From an optimization exercise on the open Yosys and OpenROAD flow, aimed at small area and a short achievable clock period; shortcuts taken in it are not production practice.
In this exercise RTL edits were held to simulation tests only and were not proved equivalent to the original.
No activity file was given, so power comes from the tool's default toggle rates.

**flow/design.v**
```verilog
`timescale 1ns/100ps
`default_nettype none
package snf_wdat_pkg;
    localparam int FLIT_DATA_W = 256;
    localparam int FLIT_BE_W   = 32;
    localparam int DATAID_W    = 2;
    localparam int TXNID_W     = 12;
    localparam int BEAT_W      = 128;
    localparam int BEAT_STRB_W = 16;
    localparam int LINE_W      = 2 * FLIT_DATA_W;
    localparam int LINE_STRB_W = 2 * FLIT_BE_W;
    localparam int BANKS       = LINE_W / BEAT_W;
    localparam int BANK_IDX_W  = $clog2(BANKS);
    localparam int SIZE_W = 3;
    localparam logic [SIZE_W-1:0] SIZE_LINE = 3'd6;
    typedef enum logic [3:0] {
        DAT_COPYBACK_WRDATA    = 4'h2,
        DAT_NONCOPYBACK_WRDATA = 4'h3,
        DAT_WRITEDATACANCEL    = 4'h7
    } dat_opcode_e;
endpackage
`default_nettype wire
`timescale 1ns/100ps
`default_nettype none
import snf_wdat_pkg::*;
module snf_wdat_top
#(
    parameter int NUM_ENTRIES = 4,
    localparam int IDX_W = $clog2(NUM_ENTRIES)
) (
    input  wire logic                   clk,
    input  wire logic                   rst,
    input  wire logic                   alloc_valid,
    input  wire logic [IDX_W-1:0]       alloc_idx,
    input  wire logic [5:0]             alloc_offset,
    input  wire logic [SIZE_W-1:0]      alloc_size,
    input  wire logic [BANK_IDX_W-1:0]  alloc_axlen,
    input  wire logic                   retire_valid,
    input  wire logic [IDX_W-1:0]       retire_idx,
    input  wire logic                   wr_start_valid,
    input  wire logic [IDX_W-1:0]       wr_start_idx,
    input  wire logic                   dat_valid,
    input  wire logic [TXNID_W-1:0]     dat_txnid,
    input  wire logic [3:0]             dat_opcode,
    input  wire logic [DATAID_W-1:0]    dat_dataid,
    input  wire logic [FLIT_BE_W-1:0]   dat_be,
    input  wire logic [FLIT_DATA_W-1:0] dat_data,
    output logic                        rxdat_ok,
    output logic      [IDX_W-1:0]       rxdat_ok_idx,
    output logic      [BEAT_W-1:0]      wdata,
    output logic      [BEAT_STRB_W-1:0] wstrb,
    output logic                        wlast,
    output logic                        wvalid,
    input  wire logic                   wready
);
    localparam int NE = NUM_ENTRIES;
    localparam int NS = NE * BANKS;
    logic [NE-1:0][1:0][FLIT_DATA_W-1:0] half_data;
    logic [NE-1:0][1:0][FLIT_BE_W-1:0]   half_strb;
    logic [NE-1:0][1:0]             half_vld;
    logic [NE-1:0]         line_size;    
    logic [NE-1:0]         got_one;      
    logic [NE-1:0][BANK_IDX_W-1:0] first_q;
    logic [NE-1:0][BANK_IDX_W-1:0] last_q;
    logic [NE-1:0]         single_q;     
    logic                  ok_q;
    logic [IDX_W-1:0]      ok_idx_q;
    logic [IDX_W-1:0]      dat_idx;
    logic                  flit_hi;
    logic                  merge_en;
    logic                  flit_done;
    assign dat_idx   = dat_txnid[IDX_W-1:0];
    assign flit_hi   = dat_dataid[1];
    assign merge_en  = dat_valid && (dat_opcode != DAT_WRITEDATACANCEL) && !dat_dataid[0];
    assign flit_done = !line_size[dat_idx] || got_one[dat_idx];
    logic [NE-1:0][1:0] half_load;    
    logic [NE-1:0][1:0] half_hit;     
    always_comb begin
        for (int i = 0; i < NE; i++) begin
            for (int h = 0; h < 2; h++) begin
                half_hit[i][h]  = dat_valid && dat_idx == IDX_W'(i) && flit_hi == h[0];
                half_load[i][h] = half_hit[i][h] && merge_en;
            end
        end
    end
    always_ff @(posedge clk) begin
        for (int i = 0; i < NE; i++) begin
            for (int h = 0; h < 2; h++) begin
                half_data[i][h] <= ({FLIT_DATA_W{half_load[i][h]}} & dat_data)
                                 | ({FLIT_DATA_W{!half_hit[i][h]}} & half_data[i][h]);
                half_strb[i][h] <= ({FLIT_BE_W{half_load[i][h]}} & dat_be)
                                 | ({FLIT_BE_W{!half_hit[i][h]}} & half_strb[i][h]);
            end
        end
    end
    always_ff @(posedge clk or posedge rst) begin
        if (rst) begin
            for (int i = 0; i < NE; i++) begin
                half_vld[i] <= '0;
                got_one[i]  <= 1'b0;
            end
        end else begin
            for (int i = 0; i < NE; i++) begin
                if (retire_valid && retire_idx == IDX_W'(i)) begin
                    half_vld[i] <= '0;
                end else if (merge_en && dat_idx == IDX_W'(i)) begin
                    half_vld[i][flit_hi] <= 1'b1;
                end
                if (dat_valid && dat_idx == IDX_W'(i)) begin
                    got_one[i] <= !flit_done;
                end
            end
        end
    end
    always_ff @(posedge clk) begin
        for (int i = 0; i < NE; i++) begin
            if (alloc_valid && alloc_idx == IDX_W'(i)) begin
                line_size[i] <= (alloc_size == SIZE_LINE);
                first_q[i]   <= alloc_offset[5:4] & ~alloc_axlen;
                last_q[i]    <= (alloc_offset[5:4] & ~alloc_axlen) + alloc_axlen;
                single_q[i]  <= (alloc_axlen == '0);
            end
        end
    end
    always_ff @(posedge clk or posedge rst) begin
        if (rst) begin
            ok_q <= 1'b0;
        end else begin
            ok_q <= dat_valid && flit_done;
        end
    end
    always_ff @(posedge clk) begin
        ok_idx_q <= dat_idx;
    end
    assign rxdat_ok     = ok_q;
    assign rxdat_ok_idx = ok_idx_q;
    logic [NE-1:0]            qv_q;
    logic [NE-1:0][IDX_W-1:0] qs_q;
    logic [BANK_IDX_W-1:0]    bank_q;
    logic                     wlast_q;    
    logic                     nlast_n_q;  
    logic [NS-1:0]            nxt_q;      
    logic                     empty_q;    
    logic                     only_q;     
    logic [BEAT_W-1:0]        wdata_q;
    logic [BEAT_STRB_W-1:0]   wstrb_q;
    logic                     v0, v1, v2;
    logic [IDX_W-1:0]         h, s1, s2;
    logic                     hl;         
    logic                     rdy, push;
    logic [IDX_W-1:0]         w;
    logic                     pop;
    logic                     hold;
    logic                     load_beat;
    logic                     new_head;
    logic                     adv_last;   
    logic [NS-1:0]            bank_ok;    
    logic [NS-1:0]            fs;         
    logic [NS-1:0]            sec;        
    logic [NS-1:0]            adv1, adv2;
    logic [NS-1:0]            f_s1, f_s2, sec_s1;
    logic [NS-1:0]            a_hold, a_adv, a_pop, a_base;
    logic [NS-1:0]            f_w, sec_w;
    logic                     c_f, c_sec;
    logic [NS-1:0]            nsel;
    logic [NS-1:0]            nxt_next;
    logic [NE-1:0]            sh_v;
    logic [NE-1:0][IDX_W-1:0] sh_s;
    logic [NE-1:0]            nx_v;
    logic [NE-1:0][IDX_W-1:0] nx_s;
    logic [BANK_IDX_W-1:0]    nb;
    logic                     nlast;
    logic                     only_next;
    logic [BEAT_W-1:0]        nbeat;
    logic [BEAT_STRB_W-1:0]   nstrb;
    assign v0   = !empty_q;
    assign v1   = qv_q[1];
    assign v2   = qv_q[2];
    assign h    = qs_q[0];
    assign s1   = qs_q[1];
    assign s2   = qs_q[2];
    assign hl   = !nlast_n_q;
    assign rdy  = wready;
    assign push = wr_start_valid;
    assign w    = wr_start_idx;
    assign pop      = v0 && rdy && hl;
    assign hold      = v0 && !rdy;
    assign load_beat = rdy || (push && empty_q);
    assign new_head = push && (empty_q || only_q);
    assign adv_last = ((bank_q + 1'b1) == last_q[h]);
    always_comb begin
        for (int s = 0; s < NS; s++) begin
            bank_ok[s] = half_vld[s / BANKS][(s % BANKS) / 2];
            fs[s]      = (first_q[s / BANKS] == BANK_IDX_W'(s % BANKS)) && bank_ok[s];
            sec[s]     = !single_q[s / BANKS]
                         && ((first_q[s / BANKS] + 1'b1) == BANK_IDX_W'(s % BANKS)) && bank_ok[s];
            adv1[s]    = (h == IDX_W'(s / BANKS)) && ((bank_q + 2'd1) == BANK_IDX_W'(s % BANKS))
                         && bank_ok[s];
            adv2[s]    = (h == IDX_W'(s / BANKS)) && ((bank_q + 2'd2) == BANK_IDX_W'(s % BANKS))
                         && bank_ok[s];
            f_s1[s]    = v1 && (s1 == IDX_W'(s / BANKS)) && fs[s];
            f_s2[s]    = v2 && (s2 == IDX_W'(s / BANKS)) && fs[s];
            sec_s1[s]  = v1 && (s1 == IDX_W'(s / BANKS)) && sec[s];
            f_w[s]     = (w == IDX_W'(s / BANKS)) && fs[s];
            sec_w[s]   = (w == IDX_W'(s / BANKS)) && sec[s];
        end
    end
    assign a_hold = hl ? f_s1 : adv1;
    assign a_adv  = adv_last ? f_s1 : adv2;
    assign a_pop  = single_q[s1] ? f_s2 : sec_s1;
    assign a_base = !v0 ? '0 : !rdy ? a_hold : hl ? a_pop : a_adv;
    always_comb begin
        if (!v0) begin
            c_f   = 1'b0;
            c_sec = 1'b1;
        end else if (!rdy) begin
            c_f   = hl && !v1;
            c_sec = 1'b0;
        end else if (!hl) begin
            c_f   = adv_last && !v1;
            c_sec = 1'b0;
        end else begin
            c_f   = v1 && single_q[s1] && !v2;
            c_sec = !v1;
        end
    end
    assign nxt_next = a_base | ({NS{push && c_f}} & f_w) | ({NS{push && c_sec}} & sec_w);
    assign nsel = nxt_q | ({NS{new_head}} & f_w);
    always_comb begin
        if (!v0) begin
            nb    = first_q[w];
            nlast = single_q[w];
        end else if (!rdy) begin
            nb    = bank_q;
            nlast = hl;
        end else if (!hl) begin
            nb    = bank_q + 1'b1;
            nlast = adv_last;
        end else if (v1) begin
            nb    = first_q[s1];
            nlast = single_q[s1];
        end else begin
            nb    = first_q[w];
            nlast = single_q[w];
        end
    end
    always_comb begin
        if (!v0) begin
            only_next = push && single_q[w];
        end else if (!rdy) begin
            only_next = hl && !v1 && !push;
        end else if (!hl) begin
            only_next = adv_last && !v1 && !push;
        end else if (v1) begin
            only_next = single_q[s1] && !v2 && !push;
        end else begin
            only_next = push && single_q[w];
        end
    end
    always_comb begin
        for (int k = 0; k < NE; k++) begin
            if (pop) begin
                sh_v[k] = (k + 1 < NE) ? qv_q[(k + 1) % NE] : 1'b0;
                sh_s[k] = qs_q[(k + 1) % NE];
            end else begin
                sh_v[k] = (k == 0) ? v0 : qv_q[k];
                sh_s[k] = qs_q[k];
            end
        end
        for (int k = 0; k < NE; k++) begin
            nx_v[k] = sh_v[k];
            nx_s[k] = sh_s[k];
            if (push && !sh_v[k] && (k == 0 || sh_v[(k + NE - 1) % NE])) begin
                nx_v[k] = 1'b1;
                nx_s[k] = w;
            end
        end
    end
    always_ff @(posedge clk or posedge rst) begin
        if (rst) begin
            qv_q    <= '0;
            empty_q <= 1'b1;
            only_q  <= 1'b0;
            nxt_q   <= '0;
        end else begin
            qv_q    <= nx_v;
            empty_q <= !nx_v[0];
            only_q  <= only_next;
            nxt_q   <= nxt_next;
        end
    end
    always_ff @(posedge clk) begin
        qs_q      <= nx_s;
        bank_q    <= nb;
        wlast_q   <= nlast;
        nlast_n_q <= !nlast;
        wdata_q <= ({BEAT_W{load_beat}} & nbeat) | ({BEAT_W{hold}} & wdata_q);
        wstrb_q <= ({BEAT_STRB_W{load_beat}} & nstrb) | ({BEAT_STRB_W{hold}} & wstrb_q);
    end
    always_comb begin
        nbeat = '0;
        nstrb = '0;
        for (int s = 0; s < NS; s++) begin
            nbeat = nbeat | ({BEAT_W{nsel[s]}}
                    & half_data[s / BANKS][(s % BANKS) / 2][((s % BANKS) % 2) * BEAT_W +: BEAT_W]);
            nstrb = nstrb | ({BEAT_STRB_W{nsel[s]}}
                    & half_strb[s / BANKS][(s % BANKS) / 2][((s % BANKS) % 2) * BEAT_STRB_W +: BEAT_STRB_W]);
        end
    end
    assign wdata  = wdata_q;
    assign wstrb  = wstrb_q;
    assign wvalid = qv_q[0];
    assign wlast  = wlast_q;
endmodule
`default_nettype wire
```
**flow/flow/run.sh**
```bash
#!/bin/bash
# Standard layout, with plain buffers on the ports in place of the
# default delay-cell buffers, and resizing not held to the same footprint.
set -euo pipefail
bash standard.sh "BUFFER_PORTS_ARGS=-buffer_cell sky130_fd_sc_hd__buf_2" MATCH_CELL_FOOTPRINT=0 finish > standard.log 2>&1
```
**flow/standard.sh**
```bash
#!/bin/bash
# synth_recipe.tcl (not shown) runs the flow's synth.tcl, then flattens the netlist and writes it again
# the make line also repeats each setting of config.mk as NAME=value (left out here)
make -C /OpenROAD-flow-scripts/flow DESIGN_CONFIG=/design/flow/config.mk WORK_HOME=/design/flow/orfs CLKGATE_MAP_FILE= SYNTH_SCRIPT=/design/flow/synth_recipe.tcl "${@:-finish}"
```
**flow/config.mk**
```make
export PLATFORM = sky130hd
export DESIGN_NAME = snf_wdat_top
export DESIGN_NICKNAME = snf_wdat_top
export VERILOG_FILES = /design/flow/design.v
export SDC_FILE = /design/flow/constraint.sdc
export NUM_CORES = 4
export LEC_CHECK = 0
export CAP_MARGIN = 50
export CORE_MARGIN = 2
export CORE_UTILIZATION = 60
export CTS_CLUSTER_DIAMETER = 60
export CTS_CLUSTER_SIZE = 30
export PLACE_DENSITY = 0.7
export SETUP_SLACK_MARGIN = 4.0
export SLEW_MARGIN = 60
```
**flow/constraint.sdc**
```tcl
create_clock -name core_clock -period 7.0 [get_ports {clk}]
set_input_delay 1.4000 -clock core_clock [delete_from_list [all_inputs] [get_ports {clk}]]
set_output_delay 1.4000 -clock core_clock [all_outputs]
set_load 0.01 [all_outputs]
```
==> results by group <==
Power
  – Power per cell area: 339 nW/um2
  – Leakage power: 0.0414 uW
  – Tot Pwr: 34700 uW
  – Worst IR drop on VDD: 0.265 mV

Finish
  – Area occupied by multi-input gates: 36200 um2
  – Fin nets: 8080
  – Layout cells sized above 1: 14.8%
  – Design area: 102000 um2
  – Storage cell area: 51000 um2
  – Layout area overhead: 12.4%
  – Fill count: 11100

Logic synthesis
  – Ys flop type: dfxtp_1
  – Count of cell types in the netlist: 80
  – Share of the synthesized area in the top cell type: 54.0%
  – Synth top area cells: dfxtp_1 (54%), a22o_1 (27%), a221oi_1 (3.5%)
  – Post-synthesis async set-or-reset flop share: 1.39%
  – Syn Area/Cell: 11.4 um2
  – Mapped Cells: 7966
  – Seq/Total Area, Yosys: 56.1%
  – Cell area after synthesis: 90900 um2
  – Area leader, netlist: dfxtp_1
  – Number of synthesized flops with an enable pin: 34
  – Post-synthesis net count: 8300
  – Yosys reg bits: 2521
  – Synth warn: 1

Timing
  – Final hold vios: 0
  – Setup TNS: 0 ns
  – Final Skew: 0.0389 ns
  – Fmax: 325 MHz
  – Tightest Pin Transition: 0.669 ns
  – Tcrit/Tclk final: 44.0%
  – Setup Viol. Count Final: 0
  – RSZ-0062 raised after global routing: yes
  – Final Max Slew Viols: 0
  – Slew headroom: 55.4%
  – Min Tclk post-route: 3.08 ns

Drt
  – Detailed-route DRC error count: 0
  – DRT Wirelength: 329 mm
  – DRT antenna net count: 0
  – WL per Instance: 33.1 um
  – First-pass iteration count of the detailed router: 6
  – Vias: 75200
  – Starting DRC count in detailed routing: 8864
  – Vias per cell: 7.58

Placement
  – Placed cell areas: 95300 um2
  – Routability cong.: 0.871
  – Port bufs: 464
  – Post-DP HPWL: 174 mm

Clock network
  – # clock sinks: 2521
  – CTS tree: built
  – Post-CTS Hold Buffers: 0
  – CTS clk-pin slew, worst paths: 0.11 ns
  – H-tree levels: 4
  – CTS Buf Count: 142
  – Clk root buf: clkbuf_16
  – Clock Tree Buf Depth: 3
  – Clk latency of the worst-skew pair: 0.83 ns

Setup path
  – CP Capture Type: flop
  – WS Path Type: input pin to flop
  – Critical path arrival: 3.81 ns
  – Startpoint Class: input pin
  – CP Max Fanout: 40
  – Worst EP required: 7.73 ns

Floorplanning
  – Die Footprint: 155000 um2
  – Num ports: 479
  – Core footprint: 150000 um2
  – Initial Util: 60.6%
  – Row Count: 142
  – Die X: 393 um
  – Die H: 393 um

Worst hold path
  – Hold crit path type: flop to flop

Outcome
  – Outcome: complete, no violations

Global route
  – Global-route wire length before repair: 483 mm
  – Largest net degree at the start of global routing: 85
  – Initial antenna violation count: 105
  – GRT overflow: 0
  – Vias in the first global route: 72900
  – Gr usage total: 40.8%

Run
  – Max Cap Viol: 0
## flip-flops by register name, indices dropped and copies added (netlist names), 2 cells and up
register,cells
half_data,2048
half_strb,256
wdata_q,128
nxt_q,16
wstrb_q,16
first_q,8
half_vld,8
last_q,8
qs_q,8
got_one,4
line_size,4
qv_q,4
single_q,4
bank_q,2
ok_idx_q,2
## logic make-up after synthesis
group,share of synthesized area [%]
DFF,56.1
AOI/OAI and AO/OA,35.1
buffers and inverters,5.03
muxes,0.421
and+or+nand+nor,3.25
adders and majority gates,0.0551
xor gates and xnor gates,0.0578
## cells in the mapped netlist (all sizes together) (6+ instances only)
library cell and count:
a31o 6, a22o 2769, nand3 26, nor3 19, mux2i 9, nor3b 10
nor2 38, clkbuf 605, nand4 199, mux4 7, o31ai 7, a221oi 373
and3 10, nand3b 6, nand2b 14, nor2b 21, buf 502, nor4 6
a31oi 9, mux2 12, dfxtp 2452, edfxtp 34, nand2 164, a21oi 25
a22oi 412, a41o 10, o21ai 73, o21a 8, dfrtp 34, o22ai 6
inv 10, and2 6
## power breakdown
group          switching (uW)  internal, uW
clock                    5420          4490
combinational            3590          2940
sequential               1430         16800
## per-stage QoR
stage / utilization (%) / cells / worst slack, ns / hold WS, ns
CTS: 67.4 / 9844 / 3.90 / 0.439
finish: 68.1 / 9925 / 3.92 / 0.437
global route: 68.0 / 9913 / 3.91 / 0.456
global placement: 62.1 / 9447 / 2.49 / 0.424
floorplan: - / 7966 / 3.97 / 0.442
detailed placement: 63.5 / 9530 / 2.53 / 0.424
## repair_timing
item	CTS	global route
cloned	13	8
setup endpoints to repair	358	272
pin swaps	12	18
gates resized for setup	50	68
setup buffers	40	19
## per-layer routing
metal | up-vias | GRT usage, % | wire [um]
li1 | 31200 | - | -
met2 | 5102 | 61.9 | 144000
met5 | - | 0 | 632
met1 | 37800 | 54.4 | 129000
met3 | 1024 | 10.9 | 40700
met4 | 94 | 18.5 | 14700
## critical path, cell delays in order
cell,delay (ns)
buf_4,0.18
o21a_4,0.18
buf_4,0.17
buf_4,0.16
a31o_4,0.35
buf_12,0.22
a22o_1,0.34
a221oi_2,0.22
nand4_1,0.21
a22o_1,0.23
## final cells by class
class	count	area share, %
sequential	2521	49.9
multi-input combinational	4327	35.5
clock inverter	106	1.32
antenna	46	0.113
clock buffer	155	3.67
inverter	12	0.0441
timing repair buffer	742	7.02
tap	2016	2.47
## placed cells by master (no fill, tap or decap), drive strengths merged, types with 7 or more instances in the layout
cell type / netlist / routed
edfxtp: 34 / 34
a41o: 10 / 11
a22oi: 412 / 412
buf: 502 / 720
o21ai: 73 / 73
o21a: 8 / 8
mux2: 12 / 12
nand3: 26 / 26
a221oi: 373 / 373
nand4: 199 / 199
o31ai: 7 / 7
clkbuf: 605 / 177
a31oi: 9 / 9
nor3b: 10 / 10
nor3: 19 / 19
mux2i: 9 / 9
inv: 10 / 63
and3: 10 / 10
dfxtp: 2452 / 2452
a22o: 2769 / 2769
nor2b: 21 / 21
a21oi: 25 / 25
dfrtp: 34 / 34
nand2: 164 / 164
clkinv: 2 / 41
mux4: 7 / 7
nor2: 38 / 38
nand2b: 14 / 14
bufinv: 0 / 8
diode: 0 / 46
## worst paths after layout
| kind | slack [ns] | startpoint | cells after the start | endpoint |
|---|---|---|---|---|
| max in group asynchronous | 6.04 | rst | 3 | empty_q |
| min | 0.44 | wdata_q[70] | 2 | wdata_q[70] |
| min in group asynchronous | 0.64 | rst | 3 | qv_q[3] |
| min reg2reg | 0.44 | wdata_q[70] | 2 | wdata_q[70] |
| max reg2reg | 4.02 | empty_q | 9 | wdata_q[83] |
| max | 3.92 | wr_start_valid | 10 | wdata_q[83] |

separate check: timing with driven ports:
Ports are ideal in the flow. The routed layout listed here was re-timed in OpenROAD. Step 1 sets driving cells, clkbuf_16 on the clock port and buf_2 on the other inputs (assumed; they add their load-dependent delay and slew). Step 2 also shifts input and output timing later by t, the mid clock arrival at the registers, as if the neighbouring blocks saw the same clock. a / b / c = no drivers / after step 1 / after step 2; a / b = the first two.
t (ns): 0.898
setup WS [ns]: 3.920 / 3.987 / 3.089
worst register clock-pin slew, ns: 0.11 / 0.11
worst slew at a driven data input, ns: 0.23
After both steps setup and hold are still met in this run. For this run, drivers alone change the setup slack by +0.067 ns; drivers and shift together by -0.831 ns.
